Background: an optimization exercise with open tools, aiming at small area, a short achievable clock period and few clock cycles per item. Do not read the settings as production practice. The RTL was checked by simulation tests, not by an equivalence proof against the original design. Power and IR drop assume default switching activity.

### design.v
package ptpc_pkg;
   localparam int MUL_W  = 32;             
   localparam int PROD_W = 2 * MUL_W;      
   localparam int DIVD_W = 64;             
   localparam int DIVR_W = 33;             
   localparam int CYC_W  = 35;             
   localparam int CSR_IDX_W = 1;
   localparam int PERIOD_BITS_DEF  = 16;
   localparam int MAX_DIV_CODE_DEF = 7;
   localparam logic [DIVR_W-1:0] NS_PER_SEC  = 33'd1000000000;
   localparam logic [DIVR_W-1:0] PCT_DIVISOR = 33'd100;
   localparam logic [6:0]        PCT_FULL    = 7'd100;
   localparam logic [63:0]       PRESCALE_LIMIT = 64'd256;
   localparam logic [15:0]       FIELD16_MAX = 16'hffff;
   localparam logic [31:0] CLK_HZ_RESET = 32'd200000000;
   localparam logic [31:0] PERIOD_RESET = 32'd50000;
   localparam logic [CSR_IDX_W-1:0] CSR_CLK_HZ = 1'b0;
   localparam logic [CSR_IDX_W-1:0] CSR_PERIOD = 1'b1;
   localparam logic [1:0] STATUS_OK      = 2'd0;
   localparam logic [1:0] STATUS_BAD_PCT = 2'd1;
   localparam logic [1:0] STATUS_RANGE   = 2'd2;
   typedef struct packed {
      logic busy;
      logic done;
   } unit_status_type;
   typedef enum logic [3:0] {
      ST_IDLE,
      ST_CYC_MUL,
      ST_CYC_DIV,
      ST_FIT,
      ST_PRE_DIV,
      ST_PRD_DIV,
      ST_DNS_MUL,
      ST_DNS_DIV,
      ST_DCY_MUL,
      ST_DCY_DIV,
      ST_DUTY_DIV
   } state_type;
endpackage
import ptpc_pkg::*;
module ptpc_mul (
   input  logic                            clock,
   input  logic                            reset,
   input  logic                            go,
   input  logic [ptpc_pkg::MUL_W-1:0]      mcand,
   input  logic [ptpc_pkg::MUL_W-1:0]      mplier,
   output logic [ptpc_pkg::PROD_W-1:0]     prod,
   output ptpc_pkg::unit_status_type       st
);
   localparam int CNT_W = $clog2(MUL_W + 1);
   logic [MUL_W-1:0]  mcand_ff, mcand_in;
   logic [PROD_W-1:0] prod_ff, prod_in;
   logic [CNT_W-1:0]  cnt_ff, cnt_in;
   logic              done_ff, done_in;
   logic [MUL_W:0]    sum;
   always_comb begin
      sum = {1'b0, prod_ff[PROD_W-1:MUL_W]}
            + (prod_ff[0] ? {1'b0, mcand_ff} : {(MUL_W + 1){1'b0}});
      mcand_in = mcand_ff;
      prod_in  = prod_ff;
      cnt_in   = cnt_ff;
      done_in  = 1'b0;
      if (go) begin
         mcand_in = mcand;
         prod_in  = {{MUL_W{1'b0}}, mplier};
         cnt_in   = CNT_W'(MUL_W);
      end else if (cnt_ff != '0) begin
         prod_in = {sum, prod_ff[MUL_W-1:1]};
         cnt_in  = cnt_ff - CNT_W'(1);
         done_in = (cnt_ff == CNT_W'(1));
      end
   end
   always_ff @(posedge clock) begin
      if (reset) begin
         cnt_ff  <= '0;
         done_ff <= 1'b0;
      end else begin
         cnt_ff  <= cnt_in;
         done_ff <= done_in;
      end
      mcand_ff <= mcand_in;
      prod_ff  <= prod_in;
   end
   assign prod    = prod_ff;
   assign st.busy = (cnt_ff != '0);
   assign st.done = done_ff;
endmodule
import ptpc_pkg::*;
module ptpc_div (
   input  logic                            clock,
   input  logic                            reset,
   input  logic                            go,
   input  logic [ptpc_pkg::DIVD_W-1:0]     dividend,
   input  logic [ptpc_pkg::DIVR_W-1:0]     divisor,
   output logic [ptpc_pkg::DIVD_W-1:0]     quo,
   output logic [ptpc_pkg::DIVR_W-1:0]     rem,
   output ptpc_pkg::unit_status_type       st
);
   localparam int CNT_W = $clog2(DIVD_W + 1);
   logic [DIVD_W-1:0] q_ff, q_in;
   logic [DIVR_W-1:0] rem_ff, rem_in;
   logic [DIVR_W-1:0] dsor_ff, dsor_in;
   logic [CNT_W-1:0]  cnt_ff, cnt_in;
   logic              done_ff, done_in;
   logic [DIVR_W:0]   shifted;
   logic [DIVR_W:0]   diff;
   logic              fits;
   always_comb begin
      shifted = {rem_ff, q_ff[DIVD_W-1]};
      diff    = shifted - {1'b0, dsor_ff};
      fits    = (shifted >= {1'b0, dsor_ff});
      q_in    = q_ff;
      rem_in  = rem_ff;
      dsor_in = dsor_ff;
      cnt_in  = cnt_ff;
      done_in = 1'b0;
      if (go) begin
         q_in    = dividend;
         rem_in  = '0;
         dsor_in = divisor;
         cnt_in  = CNT_W'(DIVD_W);
      end else if (cnt_ff != '0) begin
         rem_in  = fits ? diff[DIVR_W-1:0] : shifted[DIVR_W-1:0];
         q_in    = {q_ff[DIVD_W-2:0], fits};
         cnt_in  = cnt_ff - CNT_W'(1);
         done_in = (cnt_ff == CNT_W'(1));
      end
   end
   always_ff @(posedge clock) begin
      if (reset) begin
         cnt_ff  <= '0;
         done_ff <= 1'b0;
      end else begin
         cnt_ff  <= cnt_in;
         done_ff <= done_in;
      end
      q_ff    <= q_in;
      rem_ff  <= rem_in;
      dsor_ff <= dsor_in;
   end
   assign quo     = q_ff;
   assign rem     = rem_ff;
   assign st.busy = (cnt_ff != '0);
   assign st.done = done_ff;
endmodule
import ptpc_pkg::*;
module pwm_timing_param_calc #(
   parameter int PERIOD_BITS  = ptpc_pkg::PERIOD_BITS_DEF,
   parameter int MAX_DIV_CODE = ptpc_pkg::MAX_DIV_CODE_DEF
) (
   input  logic                               clock,
   input  logic                               reset,
   input  logic                               req_start,
   output logic                               busy,
   input  logic [6:0]                         req_percent,
   output logic                               rsp_valid,
   output logic [2:0]                         rsp_div_code,
   output logic [7:0]                         rsp_prescale_code,
   output logic [15:0]                        rsp_period_code,
   output logic [15:0]                        rsp_duty_code,
   output logic                               rsp_duty_zero,
   output logic [1:0]                         rsp_status,
   input  logic                               csr_valid,
   output logic                               csr_ready,
   input  logic [ptpc_pkg::CSR_IDX_W-1:0]     csr_index,
   input  logic [31:0]                        csr_wdata
);
   localparam int DIV_W = (MAX_DIV_CODE < 1) ? 1 : $clog2(MAX_DIV_CODE + 1);
   localparam logic [DIV_W-1:0] DIV_MAX = DIV_W'(MAX_DIV_CODE);
   localparam logic [63:0] PMAX  = (64'd1 << PERIOD_BITS) - 64'd1;
   localparam logic [63:0] LIMIT = PMAX << 8;
   ptpc_pkg::state_type state_ff;
   ptpc_pkg::state_type state_in;
   logic [31:0]      clk_hz_ff, clk_hz_in;
   logic [31:0]      period_ff, period_in;
   logic [6:0]       pct_ff, pct_in;
   logic [CYC_W-1:0] cycles_ff, cycles_in;
   logic [DIV_W-1:0] divc_ff, divc_in;
   logic [8:0]       pre_ff, pre_in;
   logic [15:0]      prd_ff, prd_in;
   logic [31:0]      dns_ff, dns_in;
   logic [CYC_W-1:0] dcyc_ff, dcyc_in;
   logic [1:0]       status_ff, status_in;
   logic             rsp_valid_ff, rsp_valid_in;
   logic [2:0]       rsp_div_code_ff, rsp_div_code_in;
   logic [7:0]       rsp_prescale_ff, rsp_prescale_in;
   logic [15:0]      rsp_period_ff, rsp_period_in;
   logic [15:0]      rsp_duty_ff, rsp_duty_in;
   logic             rsp_zero_ff, rsp_zero_in;
   logic [1:0]       rsp_status_ff, rsp_status_in;
   logic              mul_go;
   logic [MUL_W-1:0]  mul_a, mul_b;
   logic [PROD_W-1:0] mul_prod;
   ptpc_pkg::unit_status_type   mul_st;
   logic              div_go;
   logic [DIVD_W-1:0] div_n;
   logic [DIVR_W-1:0] div_d;
   logic [DIVD_W-1:0] div_quo;
   logic [DIVR_W-1:0] div_rem;
   ptpc_pkg::unit_status_type   div_st;
   logic [5:0]        shamt;
   logic [63:0]       scaled;
   logic [63:0]       pre_raw, pre_clip;
   logic [63:0]       prd_raw, prd_clip;
   logic [15:0]       divc_wide;
   logic [8:0]        pre_m1;
   ptpc_mul u_mul (
      .clock  (clock),
      .reset  (reset),
      .go     (mul_go),
      .mcand  (mul_a),
      .mplier (mul_b),
      .prod   (mul_prod),
      .st     (mul_st)
   );
   ptpc_div u_div (
      .clock    (clock),
      .reset    (reset),
      .go       (div_go),
      .dividend (div_n),
      .divisor  (div_d),
      .quo      (div_quo),
      .rem      (div_rem),
      .st       (div_st)
   );
   assign shamt     = 6'(divc_ff) + 6'd1;
   assign scaled    = 64'(cycles_ff) >> shamt;
   assign divc_wide = 16'(divc_ff);
   assign pre_m1    = pre_ff - 9'd1;
   assign pre_raw  = div_quo + 64'(div_rem != '0);
   assign pre_clip = (pre_raw > PRESCALE_LIMIT) ? PRESCALE_LIMIT : pre_raw;
   assign prd_raw  = (div_quo == 64'd0) ? 64'd0 : div_quo - 64'd1;
   assign prd_clip = (prd_raw > PMAX) ? PMAX : prd_raw;
   always_comb begin
      state_in  = state_ff;
      clk_hz_in = clk_hz_ff;
      period_in = period_ff;
      pct_in    = pct_ff;
      cycles_in = cycles_ff;
      divc_in   = divc_ff;
      pre_in    = pre_ff;
      prd_in    = prd_ff;
      dns_in    = dns_ff;
      dcyc_in   = dcyc_ff;
      status_in = status_ff;
      rsp_valid_in    = 1'b0;
      rsp_div_code_in = rsp_div_code_ff;
      rsp_prescale_in = rsp_prescale_ff;
      rsp_period_in   = rsp_period_ff;
      rsp_duty_in     = rsp_duty_ff;
      rsp_zero_in     = rsp_zero_ff;
      rsp_status_in   = rsp_status_ff;
      mul_go = 1'b0;
      mul_a  = clk_hz_ff;
      mul_b  = period_ff;
      div_go = 1'b0;
      div_n  = '0;
      div_d  = NS_PER_SEC;
      if (csr_valid && csr_ready) begin
         case (csr_index)
            CSR_CLK_HZ: clk_hz_in = csr_wdata;
            CSR_PERIOD: period_in = csr_wdata;
            default: ;
         endcase
      end
      case (state_ff)
         ST_IDLE: begin
            if (req_start) begin
               pct_in    = req_percent;
               divc_in   = '0;
               status_in = STATUS_OK;
               if (req_percent > PCT_FULL) begin
                  rsp_valid_in    = 1'b1;
                  rsp_div_code_in = 3'd0;
                  rsp_prescale_in = 8'd0;
                  rsp_period_in   = 16'd0;
                  rsp_duty_in     = 16'd0;
                  rsp_zero_in     = 1'b0;
                  rsp_status_in   = STATUS_BAD_PCT;
               end else begin
                  mul_go   = 1'b1;
                  state_in = ST_CYC_MUL;
               end
            end
         end
         ST_CYC_MUL: begin
            if (mul_st.done) begin
               div_go   = 1'b1;
               div_n    = mul_prod;
               div_d    = NS_PER_SEC;
               state_in = ST_CYC_DIV;
            end
         end
         ST_CYC_DIV: begin
            if (div_st.done) begin
               cycles_in = div_quo[CYC_W-1:0];
               state_in  = ST_FIT;
            end
         end
         ST_FIT: begin
            if (scaled <= LIMIT || divc_ff == DIV_MAX) begin
               if (scaled > LIMIT) begin
                  status_in = STATUS_RANGE;
               end
               div_go   = 1'b1;
               div_n    = scaled;
               div_d    = DIVR_W'(PMAX);
               state_in = ST_PRE_DIV;
            end else begin
               divc_in = divc_ff + DIV_W'(1);
            end
         end
         ST_PRE_DIV: begin
            if (div_st.done) begin
               if (pre_raw == 64'd0) begin
                  pre_in    = 9'd1;
                  prd_in    = 16'd0;
                  status_in = STATUS_RANGE;
                  mul_go    = 1'b1;
                  mul_a     = period_ff;
                  mul_b     = 32'(pct_ff);
                  state_in  = ST_DNS_MUL;
               end else begin
                  pre_in   = pre_clip[8:0];
                  div_go   = 1'b1;
                  div_n    = scaled;
                  div_d    = DIVR_W'(pre_clip[8:0]);
                  state_in = ST_PRD_DIV;
               end
            end
         end
         ST_PRD_DIV: begin
            if (div_st.done) begin
               prd_in   = prd_clip[15:0];
               mul_go   = 1'b1;
               mul_a    = period_ff;
               mul_b    = 32'(pct_ff);
               state_in = ST_DNS_MUL;
            end
         end
         ST_DNS_MUL: begin
            if (mul_st.done) begin
               div_go   = 1'b1;
               div_n    = mul_prod;
               div_d    = PCT_DIVISOR;
               state_in = ST_DNS_DIV;
            end
         end
         ST_DNS_DIV: begin
            if (div_st.done) begin
               dns_in   = div_quo[31:0];
               mul_go   = 1'b1;
               mul_a    = clk_hz_ff;
               mul_b    = div_quo[31:0];
               state_in = ST_DCY_MUL;
            end
         end
         ST_DCY_MUL: begin
            if (mul_st.done) begin
               div_go   = 1'b1;
               div_n    = mul_prod;
               div_d    = NS_PER_SEC;
               state_in = ST_DCY_DIV;
            end
         end
         ST_DCY_DIV: begin
            if (div_st.done) begin
               dcyc_in  = div_quo[CYC_W-1:0];
               div_go   = 1'b1;
               div_n    = 64'(div_quo[CYC_W-1:0]) >> shamt;
               div_d    = DIVR_W'(pre_ff);
               state_in = ST_DUTY_DIV;
            end
         end
         ST_DUTY_DIV: begin
            if (div_st.done) begin
               rsp_valid_in    = 1'b1;
               rsp_div_code_in = divc_wide[2:0];
               rsp_prescale_in = pre_m1[7:0];
               rsp_period_in   = prd_ff;
               rsp_duty_in     = (div_quo > 64'(FIELD16_MAX)) ? FIELD16_MAX
                                                             : div_quo[15:0];
               rsp_zero_in     = (div_quo == 64'd0);
               rsp_status_in   = status_ff;
               state_in        = ST_IDLE;
            end
         end
         default: begin
            state_in = ST_IDLE;
         end
      endcase
   end
   always_ff @(posedge clock) begin
      if (reset) begin
         state_ff     <= ST_IDLE;
         clk_hz_ff    <= CLK_HZ_RESET;
         period_ff    <= PERIOD_RESET;
         rsp_valid_ff <= 1'b0;
      end else begin
         state_ff     <= state_in;
         clk_hz_ff    <= clk_hz_in;
         period_ff    <= period_in;
         rsp_valid_ff <= rsp_valid_in;
      end
      pct_ff          <= pct_in;
      cycles_ff       <= cycles_in;
      divc_ff         <= divc_in;
      pre_ff          <= pre_in;
      prd_ff          <= prd_in;
      dns_ff          <= dns_in;
      dcyc_ff         <= dcyc_in;
      status_ff       <= status_in;
      rsp_div_code_ff <= rsp_div_code_in;
      rsp_prescale_ff <= rsp_prescale_in;
      rsp_period_ff   <= rsp_period_in;
      rsp_duty_ff     <= rsp_duty_in;
      rsp_zero_ff     <= rsp_zero_in;
      rsp_status_ff   <= rsp_status_in;
   end
   assign busy              = (state_ff != ST_IDLE);
   assign csr_ready         = (state_ff == ST_IDLE);
   assign rsp_valid         = rsp_valid_ff;
   assign rsp_div_code      = rsp_div_code_ff;
   assign rsp_prescale_code = rsp_prescale_ff;
   assign rsp_period_code   = rsp_period_ff;
   assign rsp_duty_code     = rsp_duty_ff;
   assign rsp_duty_zero     = rsp_zero_ff;
   assign rsp_status        = rsp_status_ff;
endmodule
### run.sh
#!/bin/bash
# synth_recipe.tcl (not shown) runs the flow's synth.tcl, then flattens the netlist and writes it again
# the make line also repeats each setting of config.mk as NAME=value (left out here)
make -C /OpenROAD-flow-scripts/flow DESIGN_CONFIG=/design/flow/config.mk WORK_HOME=/design/flow/orfs CLKGATE_MAP_FILE= SYNTH_SCRIPT=/design/flow/synth_recipe.tcl finish
### config.mk
export PLATFORM = sky130hd
export DESIGN_NAME = pwm_timing_param_calc
export DESIGN_NICKNAME = pwm_timing_param_calc
export VERILOG_FILES = /design/flow/design.v
export SDC_FILE = /design/flow/constraint.sdc
export NUM_CORES = 4
export LEC_CHECK = 0
export CAP_MARGIN = 20
export CORE_MARGIN = 2
export CORE_UTILIZATION = 40
export SLEW_MARGIN = 20
### constraint.sdc
create_clock -name core_clock -period 8.0 [get_ports {clock}]
set_input_delay 1.6000 -clock core_clock [delete_from_list [all_inputs] [get_ports {clock}]]
set_output_delay 1.6000 -clock core_clock [all_outputs]
set_load 0.01 [all_outputs]
==> impl_metrics.toml <==
[status]
status = "finished clean"

[synthesis]
synth_fp_nets = 2836
synth.top_cell.area_share_pct = 30.63
synth-main-ff-cell = "edfxtp_1"
async_flop_share_pct = 0
yosys.area.top_type = "edfxtp_1"
synth_edf_count = 256
synth_cells = 2722
syn-cell-area_um2 = 25100
synth.avg_cell_area_um2 = 9.221
yosysMostFrequentCell = "nand2_1"
synth-seq-cells = 405
yosysUniqueCellTypes = 84
ys_seq_area_share_pct = 42.51
yosysWarnings = 3
netlist_top_cells_count = "304 x nand2_1, 256 x edfxtp_1, 254 x nor2_1, 228 x a21oi_1, 163 x clkbuf_1"
synthTopCellsByArea = "edfxtp_1 31%, dfxtp_1 12%, a21oi_1 4.5%, nand2_1 4.5%, mux4_2 4.0%"

[sta]
report.final.setup_viol = 0
slew_headroom_pct = 29.77
max_clock_freq_mhz = 155.9
layout_min_cycle_time_ns = 6.415
finalCritPeriodShare_pct = 80.19
clock_skew_ns = 0.03718
max_slew.worst_pin.slew_ns = 1.050
rsz0062_at_grt = "no"
fin_setup_tns_ns = 0
timing.final.hold_violations = 0
slew_violations = 0

[placed_design]
hpwl_um = 55620
postPlaceCellArea_um2 = 26590
io_buffer_count = 92
routabilityCongestion = 0.9338
dp_cells = 3482

[power]
power.switching_mw = 4.569
powerDensity_nw_per_um2 = 377.9
switching_share_pct = 42.83
total_power_mw = 10.67
power_frac_comb_pct = 41.0
power_frac_clock_pct = 20.6
vdd_drop_max_uv = 177.9
p_seq_share_pct = 38.5
internal_power_mw = 6.098
leakage_nw = 10.30

[clock_network]
clkTransAtPathRegs_ns = 0.06
hold_buffers = 0
root_buffer = "clkbuf_16"
cts.sinks = 405
clockBufferDepth = 3
cts_buffers = 47
clock_latency_ns = 0.60
cts_resized = 0
post_cts_buffers = 0
cts_max_level = 2
cts_tree = "done"

[final_layout]
drive_gt1_share_pct = 8.525
fin_util_pct = 45.66
area_delta_synth_final_pct = 12.47
finalInstanceArea_um2 = 28230
fin_cells = 3570
layout.nets = 2810
antenna_cells = 0

[detailed_routing]
ant_nets = 0
dr.pass1.iters = 7
routed_via_density = 6.054
dr.first_iter.drc_count = 2307
wl_um = 77680
vias = 21614
post_drt_wl_per_cell_um = 21.76
drc = 0

[worst_setup_path]
critPathRequiredTime_ns = 8.30
worstReg2RegStart = "u_div.rem_ff[15]"
cp-end-kind = "register"
cp_max_fo = 89
crit_path_start_kind = "register"
crit_type = "reg -> reg"
cp.arrival_ns = 6.72
r2r_cells = 18
rr_endpoint = "u_mul.prod_ff[21]"
r2r_setup_slack_ns = 1.59

[floorplan]
initial_core_util_pct = 40.60
die-area_um2 = 64770
ios = 93
die_width_um = 254.5
die_h_um = 254.5
core-area_um2 = 61830
rows = 91

[hold_path]
min_to = "clk_hz_ff[10]"
hold_path_depth = 2
hold_start = "clk_hz_ff[10]"
hp-class = "reg -> reg"

[global_route]
grt_start_max_net_pins = 90
overflow = 0
grt_pass1_wl_um = 119500
grt_pass1_vias = 20485
antenna_found_initial = 0
grt_usage_pct = 23.68

[flow_run]
drv.max_cap_violation_count = 0
-- how the worst max path moves through the flow --
stage	startpoint	to	slack, ns	cells past startpoint
final	u_div.rem_ff[15]	u_mul.prod_ff[21]	1.59	18
after global routing	u_div.rem_ff[25]	u_mul.prod_ff[29]	1.03	18
after CTS	u_div.rem_ff[25]	prd_ff[6]	1.43	16
after detailed placement	u_div.rem_ff[25]	prd_ff[12]	1.46	16
after global placement	u_div.rem_ff[10]	prd_ff[13]	1.68	15
after floorplan	u_div.rem_ff[25]	u_div.q_ff[0]	1.99	21
-- metal layers --
layer | wire [µm] | vias to the layer above | GRT usage (%)
li1 | - | 10048 | -
met1 | 33220 | 10521 | 32.17
met2 | 36880 | 894 | 38.84
met3 | 5145 | 151 | 3.062
met4 | 2429 | 0 | 8.370
met5 | 0 | - | 0
-- critical path, stage by stage (launching register included) --
cell	delay, ns
dfxtp_1	0.50
nor4_1	0.08
nand4_1	0.10
nor4_1	0.05
nand4_1	0.16
ha_1	0.32
ha_1	0.37
nand4_1	0.25
nor4_1	0.73
nand4_1	0.21
nand4bb_1	0.24
a2111oi_0	0.53
nand4_1	0.18
or4_4	0.66
nor2_2	0.51
a21oi_1	0.28
inv_2	0.32
buf_12	0.36
o21ai_0	0.15
-- state kept, by name, summed over array words and instances (netlist names), 4 cells and up --
register and flops:
prd_ff 16, cycles_ff 34, period_ff 32, u_div.q_ff 64, rsp_prescale_ff 8, pre_ff 9
u_div.cnt_ff 7, u_div.rem_ff 33, rsp_period_ff 16, u_div.dsor_ff 12, u_mul.prod_ff 64, rsp_duty_ff 16
pct_ff 7, state_ff 4, u_mul.mcand_ff 32, u_mul.cnt_ff 6, clk_hz_ff 32
-- cell families after synthesis --
group	Yosys count	share of synthesized area [%]
simple gates	1025	19.87
buf+inv	295	4.586
flops	405	42.51
fa+ha+maj	70	3.549
mux	175	9.452
xor+xnor	96	3.350
compound gates	656	16.68
-- layout make-up --
type                       instances  area, µm²
clock buffer                      62       1304
tap                              837       1047
sequential                       405      10670
clock inverter                    24      269.0
multi-input combinational       2022      13350
fill                            5831      33600
inverter                          95      356.6
timing repair buffer             125       1229
-- stage by stage --
| step | hold WS, ns | setup WS, ns |
|---|---|---|
| final | 0.4547 | 1.585 |
| after global routing | 0.4692 | 1.034 |
| after CTS | 0.4540 | 1.429 |
| after detailed placement | 0.4443 | 1.456 |
| after global placement | 0.4404 | 1.676 |
| after floorplan | 0.4206 | 1.985 |
-- cells in the final DEF (no fill, tap or decap), types with 9 or more instances in the layout --
master and count:
a21oi_1 228, nor2b_1 11, a31oi_1 17, nand3b_1 25
o211ai_1 54, and3_1 19, or3_1 20, nand4_1 55
nand3_1 90, dfxtp_1 149, mux2_2 43, a211oi_1 40
inv_1 90, and2_1 61, mux4_2 45, clkbuf_16 48
ha_1 68, o31ai_1 11, a22oi_1 32, clkbuf_1 9
buf_4 28, nor4_1 44, xor2_1 40, a2111oi_0 9
o21ai_0 122, xnor2_1 56, nor3_1 72, mux2i_1 84
a22o_1 24, clkdlybuf4s50_1 91, or4_1 12, nor2_1 251
nand2_1 302, a21o_1 19, edfxtp_1 256, nand2b_1 16
o21a_1 14
-- power groups by stage --
stage          combinational (mW)  clock [mW]  sequential, mW
2_1_floorplan                3.61           0            3.35
5_1_grt                      4.83        2.31            4.17
4_1_cts                      4.31        2.23            4.07
6_report                     4.37        2.19            4.10
3_5_place_dp                 4.29           0            4.11
3_3_place_gp                 4.21           0            4.09
Testbench counts, summed over its fixed seeds: cycles 1,180,199, items 2,400.

separate check: timing with driven ports:
How much do the figures lean on ideal ports? The routed layout below was timed once more, with nothing changed but the port constraints.
Step 1: set_driving_cell puts a clkbuf_16 on clock and a buf_2 on each other input, an assumption about the parent block.
Step 2 adds t to the input delays and takes it off the output delays; t is the mean of the earliest and latest rising clock arrival at the registers after step 1. Input paths then give back, and output paths get back, about the clock's delay inside the block.
a / b / c = no drivers / after step 1 / after step 2; a / b = the first two.
t, ns: 0.647
setup WS [ns]: 1.585 / 1.585 / 1.585
pins driven straight from the clock port: 1
After both steps setup and hold are still met in this run. The setup slack of this run moves by 0.000 ns with the drivers and by 0.000 ns with both steps.
